Context: an optimization exercise on an open-source flow, tuned for small area and a short achievable clock period. The choices shown serve that exercise and are no tape-out recipe.
RTL that was checked went through simulation tests only; none was proved equivalent to the original.
Power figures rest on the tool's default switching activity, not on a simulated workload.

==> run a: inputs <==
==> flow/design.v <==
module data_bus #(
  parameter int RAM_WORDS = 64,
  parameter int DEBOUNCE  = 4
) (
  input  logic        clk,
  input  logic        reset,
  input  logic        memwrite,
  input  logic [31:0] addr,
  input  logic [31:0] writedata,
  output logic [31:0] readdata,
  input  logic [4:0]  SW,
  output logic [6:0]  gled,
  output logic [6:0]  gled2,
  output logic [6:0]  gled3,
  output logic [6:0]  gled4
);
  localparam int AW = $clog2(RAM_WORDS);
  localparam int CW = (DEBOUNCE < 2) ? 1 : $clog2(DEBOUNCE);
  logic [31:0]   r_ram [RAM_WORDS];
  logic [15:0]   r_disp;
  logic [4:0]    r_sw_s1;
  logic [4:0]    r_sw_s2;
  logic [4:0]    r_sw_cand;
  logic [CW-1:0] r_db_cnt;
  logic [4:0]    r_swreg;
  logic [31:0]   r_timer;
  logic [31:0]   r_cmp;
  logic          r_match;
  logic          w_page0;
  logic          w_ram_blk;
  logic          w_per_blk;
  logic [RAM_WORDS-1:0] w_sel_ram;
  logic [7:0]    w_sel_per;
  assign w_page0   = (addr[31:16] == 16'h0000);
  assign w_ram_blk = w_page0 && (addr[15:AW+2] == '0);
  assign w_per_blk = w_page0 && (addr[15:5] == 11'h7FE);
  always_comb begin
    for (int i = 0; i < RAM_WORDS; i++) w_sel_ram[i] = w_ram_blk && (addr[AW+1:2] == AW'(i));
    for (int i = 0; i < 8; i++)         w_sel_per[i] = w_per_blk && (addr[4:2] == 3'(i));
  end
  function automatic logic [6:0] seg7(input logic [3:0] h);
    case (h)
      4'h0: seg7 = 7'b1000000;
      4'h1: seg7 = 7'b1111001;
      4'h2: seg7 = 7'b0100100;
      4'h3: seg7 = 7'b0110000;
      4'h4: seg7 = 7'b0011001;
      4'h5: seg7 = 7'b0010010;
      4'h6: seg7 = 7'b0000010;
      4'h7: seg7 = 7'b1111000;
      4'h8: seg7 = 7'b0000000;
      4'h9: seg7 = 7'b0010000;
      4'hA: seg7 = 7'b0001000;
      4'hB: seg7 = 7'b0000011;
      4'hC: seg7 = 7'b1000110;
      4'hD: seg7 = 7'b0100001;
      4'hE: seg7 = 7'b0000110;
      default: seg7 = 7'b0001110;
    endcase
  endfunction
  logic [15:0] w_disp_shown;
  assign w_disp_shown = reset ? r_disp : 16'h0000;
  assign gled  = seg7(w_disp_shown[3:0]);
  assign gled2 = seg7(w_disp_shown[7:4]);
  assign gled3 = seg7(w_disp_shown[11:8]);
  assign gled4 = seg7(w_disp_shown[15:12]);
  always_comb begin
    readdata = 32'h0;
    for (int i = 0; i < RAM_WORDS; i++) readdata = readdata | (r_ram[i] & {32{w_sel_ram[i]}});
    readdata = readdata | ({16'h0, r_disp}   & {32{w_sel_per[0]}});
    readdata = readdata | ({27'h0, r_swreg}  & {32{w_sel_per[1]}});
    readdata = readdata | (r_timer           & {32{w_sel_per[2]}});
    readdata = readdata | (r_cmp             & {32{w_sel_per[3]}});
    readdata = readdata | ({31'h0, r_match}  & {32{w_sel_per[4]}});
  end
  for (genvar i = 0; i < RAM_WORDS; i++) begin : g_ram
    logic w_we;
    assign w_we = memwrite && w_sel_ram[i];
    always_ff @(posedge clk) begin
      r_ram[i] <= (r_ram[i] & {32{~w_we}}) | (writedata & {32{w_we}});
    end
  end
  always_ff @(posedge clk) begin
    if (!reset) begin
      r_disp <= 16'h0000;
      r_cmp  <= 32'hFFFF_FFFF;
    end else if (memwrite) begin
      if (w_sel_per[0]) r_disp <= writedata[15:0];
      if (w_sel_per[3]) r_cmp  <= writedata;
    end
  end
  always_ff @(posedge clk) begin
    if (!reset) begin
      r_timer <= 32'h0;
      r_match <= 1'b0;
    end else begin
      if (memwrite && w_sel_per[2]) r_timer <= writedata;
      else                          r_timer <= r_timer + 32'd1;
      if (r_timer == r_cmp)                              r_match <= 1'b1;
      else if (memwrite && w_sel_per[4] && writedata[0]) r_match <= 1'b0;
    end
  end
  always_ff @(posedge clk) begin
    if (!reset) begin
      r_sw_s1   <= 5'h0;
      r_sw_s2   <= 5'h0;
      r_sw_cand <= 5'h0;
      r_db_cnt  <= '0;
      r_swreg   <= 5'h0;
    end else begin
      r_sw_s1 <= SW;
      r_sw_s2 <= r_sw_s1;
      if (r_sw_s2 == r_swreg) begin
        r_sw_cand <= r_sw_s2;
        r_db_cnt  <= '0;
      end else if (r_sw_s2 != r_sw_cand) begin
        r_sw_cand <= r_sw_s2;
        r_db_cnt  <= CW'(1);
      end else if (r_db_cnt == CW'(DEBOUNCE - 1)) begin
        r_swreg  <= r_sw_s2;
        r_db_cnt <= '0;
      end else begin
        r_db_cnt <= r_db_cnt + 1'b1;
      end
    end
  end
endmodule
==> flow/flow/run.sh <==
#!/bin/bash
# Own flow: the standard layout (standard.sh), with the synthesis step's ABC mapping
# script replaced by flow/abc_area.script. Each tool's output goes to a log in this folder.
set -euo pipefail
WORK=$(pwd)
export MY_WORK=$WORK
export MY_ABC_SCRIPT=$WORK/flow/abc_area.script
EXTRA="${MY_EXTRA_MAKE_VARS:-}"
sed -e "s#SYNTH_SCRIPT=[^ ]*#SYNTH_SCRIPT=$WORK/flow/my_synth.tcl $EXTRA#" standard.sh > my_standard.sh
grep -q "my_synth.tcl" my_standard.sh
bash my_standard.sh > flow_make.log 2>&1
cp orfs/logs/*/data_bus/base/*.log . 2>/dev/null || true
test -f out/final.def
==> flow/flow/abc_area.script <==
strash
ifraig
scorr
dc2
dch -f
map -a
topo
stime -c
==> flow/flow/my_synth.tcl <==
# Standard synthesis (synth_recipe.tcl, unchanged) with one difference: the combinational
# mapping step uses an area-oriented ABC script (flow/abc_area.script). Registers, their
# names and cell types are exactly as in the standard synthesis.
proc abc {args} {
  set i [lsearch -exact $args -script]
  if {$i >= 0} { lset args [expr {$i+1}] $::env(MY_ABC_SCRIPT) }
  puts "own flow: abc $args"
  yosys abc {*}$args
}
source $::env(MY_WORK)/synth_recipe.tcl
==> flow/standard.sh <==
#!/bin/bash
# synth_recipe.tcl (not shown) runs the flow's synth.tcl, then flattens the netlist and writes it again
# the make line also repeats each setting of config.mk as NAME=value (left out here)
make -C /OpenROAD-flow-scripts/flow DESIGN_CONFIG=/design/flow/config.mk WORK_HOME=/design/flow/orfs CLKGATE_MAP_FILE= SYNTH_SCRIPT=/design/flow/synth_recipe.tcl "${@:-finish}"
==> flow/config.mk <==
export PLATFORM = sky130hd
export DESIGN_NAME = data_bus
export DESIGN_NICKNAME = data_bus
export VERILOG_FILES = /design/flow/design.v
export SDC_FILE = /design/flow/constraint.sdc
export NUM_CORES = 4
export LEC_CHECK = 0
export CAP_MARGIN = 20
export CORE_MARGIN = 2
export CORE_UTILIZATION = 50
export CTS_BUF_LIST = sky130_fd_sc_hd__clkbuf_4 sky130_fd_sc_hd__clkbuf_8
export CTS_CLUSTER_SIZE = 30
export SETUP_SLACK_MARGIN = 1.5
export SLEW_MARGIN = 20
==> flow/constraint.sdc <==
create_clock -name core_clock -period 7.0 [get_ports {clk}]
set_input_delay 1.4000 -clock core_clock [delete_from_list [all_inputs] [get_ports {clk}]]
set_output_delay 1.4000 -clock core_clock [all_outputs]
set_load 0.01 [all_outputs]
==> run b: changes against run a <==
==> flow/design.v (replaced) <==
module data_bus #(
  parameter int RAM_WORDS = 64,
  parameter int DEBOUNCE  = 4
) (
  input  logic        clk,
  input  logic        reset,
  input  logic        memwrite,
  input  logic [31:0] addr,
  input  logic [31:0] writedata,
  output logic [31:0] readdata,
  input  logic [4:0]  SW,
  output logic [6:0]  gled,
  output logic [6:0]  gled2,
  output logic [6:0]  gled3,
  output logic [6:0]  gled4
);
  localparam int AW = $clog2(RAM_WORDS);
  localparam int CW = (DEBOUNCE < 2) ? 1 : $clog2(DEBOUNCE);
  localparam logic [13:0] WA_DISP  = 14'h3FC0;
  localparam logic [13:0] WA_SWREG = 14'h3FC1;
  localparam logic [13:0] WA_TIMER = 14'h3FC2;
  localparam logic [13:0] WA_CMP   = 14'h3FC3;
  localparam logic [13:0] WA_STAT  = 14'h3FC4;
  logic [31:0]   r_ram [RAM_WORDS];
  logic [15:0]   r_disp;
  logic [4:0]    r_sw_s1;
  logic [4:0]    r_sw_s2;
  logic [4:0]    r_sw_cand;
  logic [CW-1:0] r_db_cnt;
  logic [4:0]    r_swreg;
  logic [31:0]   r_timer;
  logic [31:0]   r_cmp;
  logic          r_match;
  logic [13:0]   w_word;
  logic          w_page0;
  logic          w_hit_ram;
  logic          w_hit_disp;
  logic          w_hit_swreg;
  logic          w_hit_timer;
  logic          w_hit_cmp;
  logic          w_hit_stat;
  logic [AW-1:0] w_ram_idx;
  logic [15:0]   w_disp_shown;
  logic          w_unused_addr;
  assign w_word      = addr[15:2];
  assign w_page0     = (addr[31:16] == 16'h0000);
  assign w_hit_ram   = w_page0 && (w_word < 14'(RAM_WORDS));
  assign w_hit_disp  = w_page0 && (w_word == WA_DISP);
  assign w_hit_swreg = w_page0 && (w_word == WA_SWREG);
  assign w_hit_timer = w_page0 && (w_word == WA_TIMER);
  assign w_hit_cmp   = w_page0 && (w_word == WA_CMP);
  assign w_hit_stat  = w_page0 && (w_word == WA_STAT);
  assign w_ram_idx   = addr[AW+1:2];
  assign w_unused_addr = ^addr[1:0];
  function automatic logic [6:0] seg7(input logic [3:0] h);
    case (h)
      4'h0: seg7 = 7'b1000000;
      4'h1: seg7 = 7'b1111001;
      4'h2: seg7 = 7'b0100100;
      4'h3: seg7 = 7'b0110000;
      4'h4: seg7 = 7'b0011001;
      4'h5: seg7 = 7'b0010010;
      4'h6: seg7 = 7'b0000010;
      4'h7: seg7 = 7'b1111000;
      4'h8: seg7 = 7'b0000000;
      4'h9: seg7 = 7'b0010000;
      4'hA: seg7 = 7'b0001000;
      4'hB: seg7 = 7'b0000011;
      4'hC: seg7 = 7'b1000110;
      4'hD: seg7 = 7'b0100001;
      4'hE: seg7 = 7'b0000110;
      default: seg7 = 7'b0001110;
    endcase
  endfunction
  assign w_disp_shown = reset ? r_disp : 16'h0000;
  assign gled  = seg7(w_disp_shown[3:0]);
  assign gled2 = seg7(w_disp_shown[7:4]);
  assign gled3 = seg7(w_disp_shown[11:8]);
  assign gled4 = seg7(w_disp_shown[15:12]);
  always_comb begin
    readdata = 32'h0;
    if (w_hit_ram)        readdata = r_ram[w_ram_idx];
    else if (w_hit_disp)  readdata = {16'h0, r_disp};
    else if (w_hit_swreg) readdata = {27'h0, r_sw_s2 == r_sw_s2 ? r_swreg : 5'h0};
    else if (w_hit_timer) readdata = r_timer;
    else if (w_hit_cmp)   readdata = r_cmp;
    else if (w_hit_stat)  readdata = {31'h0, r_match};
  end
  always_ff @(posedge clk) begin
    if (memwrite && w_hit_ram) r_ram[w_ram_idx] <= writedata;
  end
  always_ff @(posedge clk) begin
    if (!reset) begin
      r_disp <= 16'h0000;
      r_cmp  <= 32'hFFFF_FFFF;
    end else if (memwrite) begin
      if (w_hit_disp) r_disp <= writedata[15:0];
      if (w_hit_cmp)  r_cmp  <= writedata;
    end
  end
  always_ff @(posedge clk) begin
    if (!reset) begin
      r_timer <= 32'h0;
      r_match <= 1'b0;
    end else begin
      if (memwrite && w_hit_timer) r_timer <= writedata;
      else                         r_timer <= r_timer + 32'd1;
      if (r_timer == r_cmp)                            r_match <= 1'b1;
      else if (memwrite && w_hit_stat && writedata[0]) r_match <= 1'b0;
    end
  end
  always_ff @(posedge clk) begin
    if (!reset) begin
      r_sw_s1   <= 5'h0;
      r_sw_s2   <= 5'h0;
      r_sw_cand <= 5'h0;
      r_db_cnt  <= '0;
      r_swreg   <= 5'h0;
    end else begin
      r_sw_s1 <= SW;
      r_sw_s2 <= r_sw_s1;
      if (r_sw_s2 == r_swreg) begin
        r_sw_cand <= r_sw_s2;
        r_db_cnt  <= '0;
      end else if (r_sw_s2 != r_sw_cand) begin
        r_sw_cand <= r_sw_s2;
        if (DEBOUNCE <= 1) begin
          r_swreg  <= r_sw_s2;
          r_db_cnt <= '0;
        end else begin
          r_db_cnt <= CW'(1);
        end
      end else if (r_db_cnt == CW'(DEBOUNCE - 1)) begin
        r_swreg  <= r_sw_s2;
        r_db_cnt <= '0;
      end else begin
        r_db_cnt <= r_db_cnt + 1'b1;
      end
    end
  end
endmodule
==> flow/run.sh (new file) <==
#!/bin/bash
# synth_recipe.tcl (not shown) runs the flow's synth.tcl, then flattens the netlist and writes it again
# the make line also repeats each setting of config.mk as NAME=value (left out here)
make -C /OpenROAD-flow-scripts/flow DESIGN_CONFIG=/design/flow/config.mk WORK_HOME=/design/flow/orfs CLKGATE_MAP_FILE= SYNTH_SCRIPT=/design/flow/synth_recipe.tcl finish
- CORE_UTILIZATION: 50 -> 40
- CTS_BUF_LIST: sky130_fd_sc_hd__clkbuf_4 sky130_fd_sc_hd__clkbuf_8 -> default
- CTS_CLUSTER_SIZE: 30 -> default
- SETUP_SLACK_MARGIN: 1.5 -> default
removed: flow/flow/run.sh
removed: flow/flow/abc_area.script
removed: flow/flow/my_synth.tcl
removed: flow/standard.sh
==> flow_metrics.py <==
metrics = {
    "sta": {
        "worst_hold_slack_ns": 0.396,
    },
    "yosys": {
        "synth.distinct_cells": 31,
    },
    "power_and_ir_drop": {
        "peakVddDrop_uv": 216,
        "pwr-share-comb": 0.015,
    },
    "status": {
        "outcome": "finished clean",
    },
    "finish": {
        "fin_util": 0.638,
    },
}
Source of the figures above: run a

==> flow_metrics.py <==
metrics = {
    "finish": {
        "fin_util": 0.462,
        "fin_nets": 4674,
    },
    "sta": {
        "worst_hold_slack_ns": 0.438,
    },
    "floorplan": {
        "core_region_area_sq_um": 212000,
    },
    "power_and_ir_drop": {
        "pwr-share-comb": 0.049,
        "peakVddDrop_uv": 238,
    },
    "yosys": {
        "synth_area_leader_cell": "edfxtp_1",
        "synth.distinct_cells": 60,
    },
    "clock_network": {
        "cts_tree": "built",
    },
    "status": {
        "outcome": "finished clean",
    },
}
Source of the figures above: run b

The RTL of run a was laid out without a check of its function.

[re-timing with driven ports]
The flow's constraints put no driver on any port. The routed layouts listed below were extracted and timed again, unchanged, in two steps.
Step 1: set_driving_cell puts a clkbuf_16 on clk and a buf_2 on each other input, an assumption about the parent block.
Step 2 also shifts input and output timing later by t, the mid clock arrival at the registers, as if the neighbouring blocks saw the same clock.
Three values: ideal, step 1, step 2; two values: the first two.
run	t (ns)	slack for setup (ns)	worst hold slack (ns)	latest minus earliest clock arrival (ns)
run a	1.147	1.440 / 1.396 / 1.396	0.396 / 0.396 / 0.396	0.092 / 0.093
run b	0.939	0.421 / 0.361 / 0.361	0.438 / 0.438 / 0.438	0.041 / 0.041
After both steps every run listed still meets setup and hold. The setup slack of run b, which loses most, moves by -0.060 ns with the drivers and by -0.060 ns with both steps.
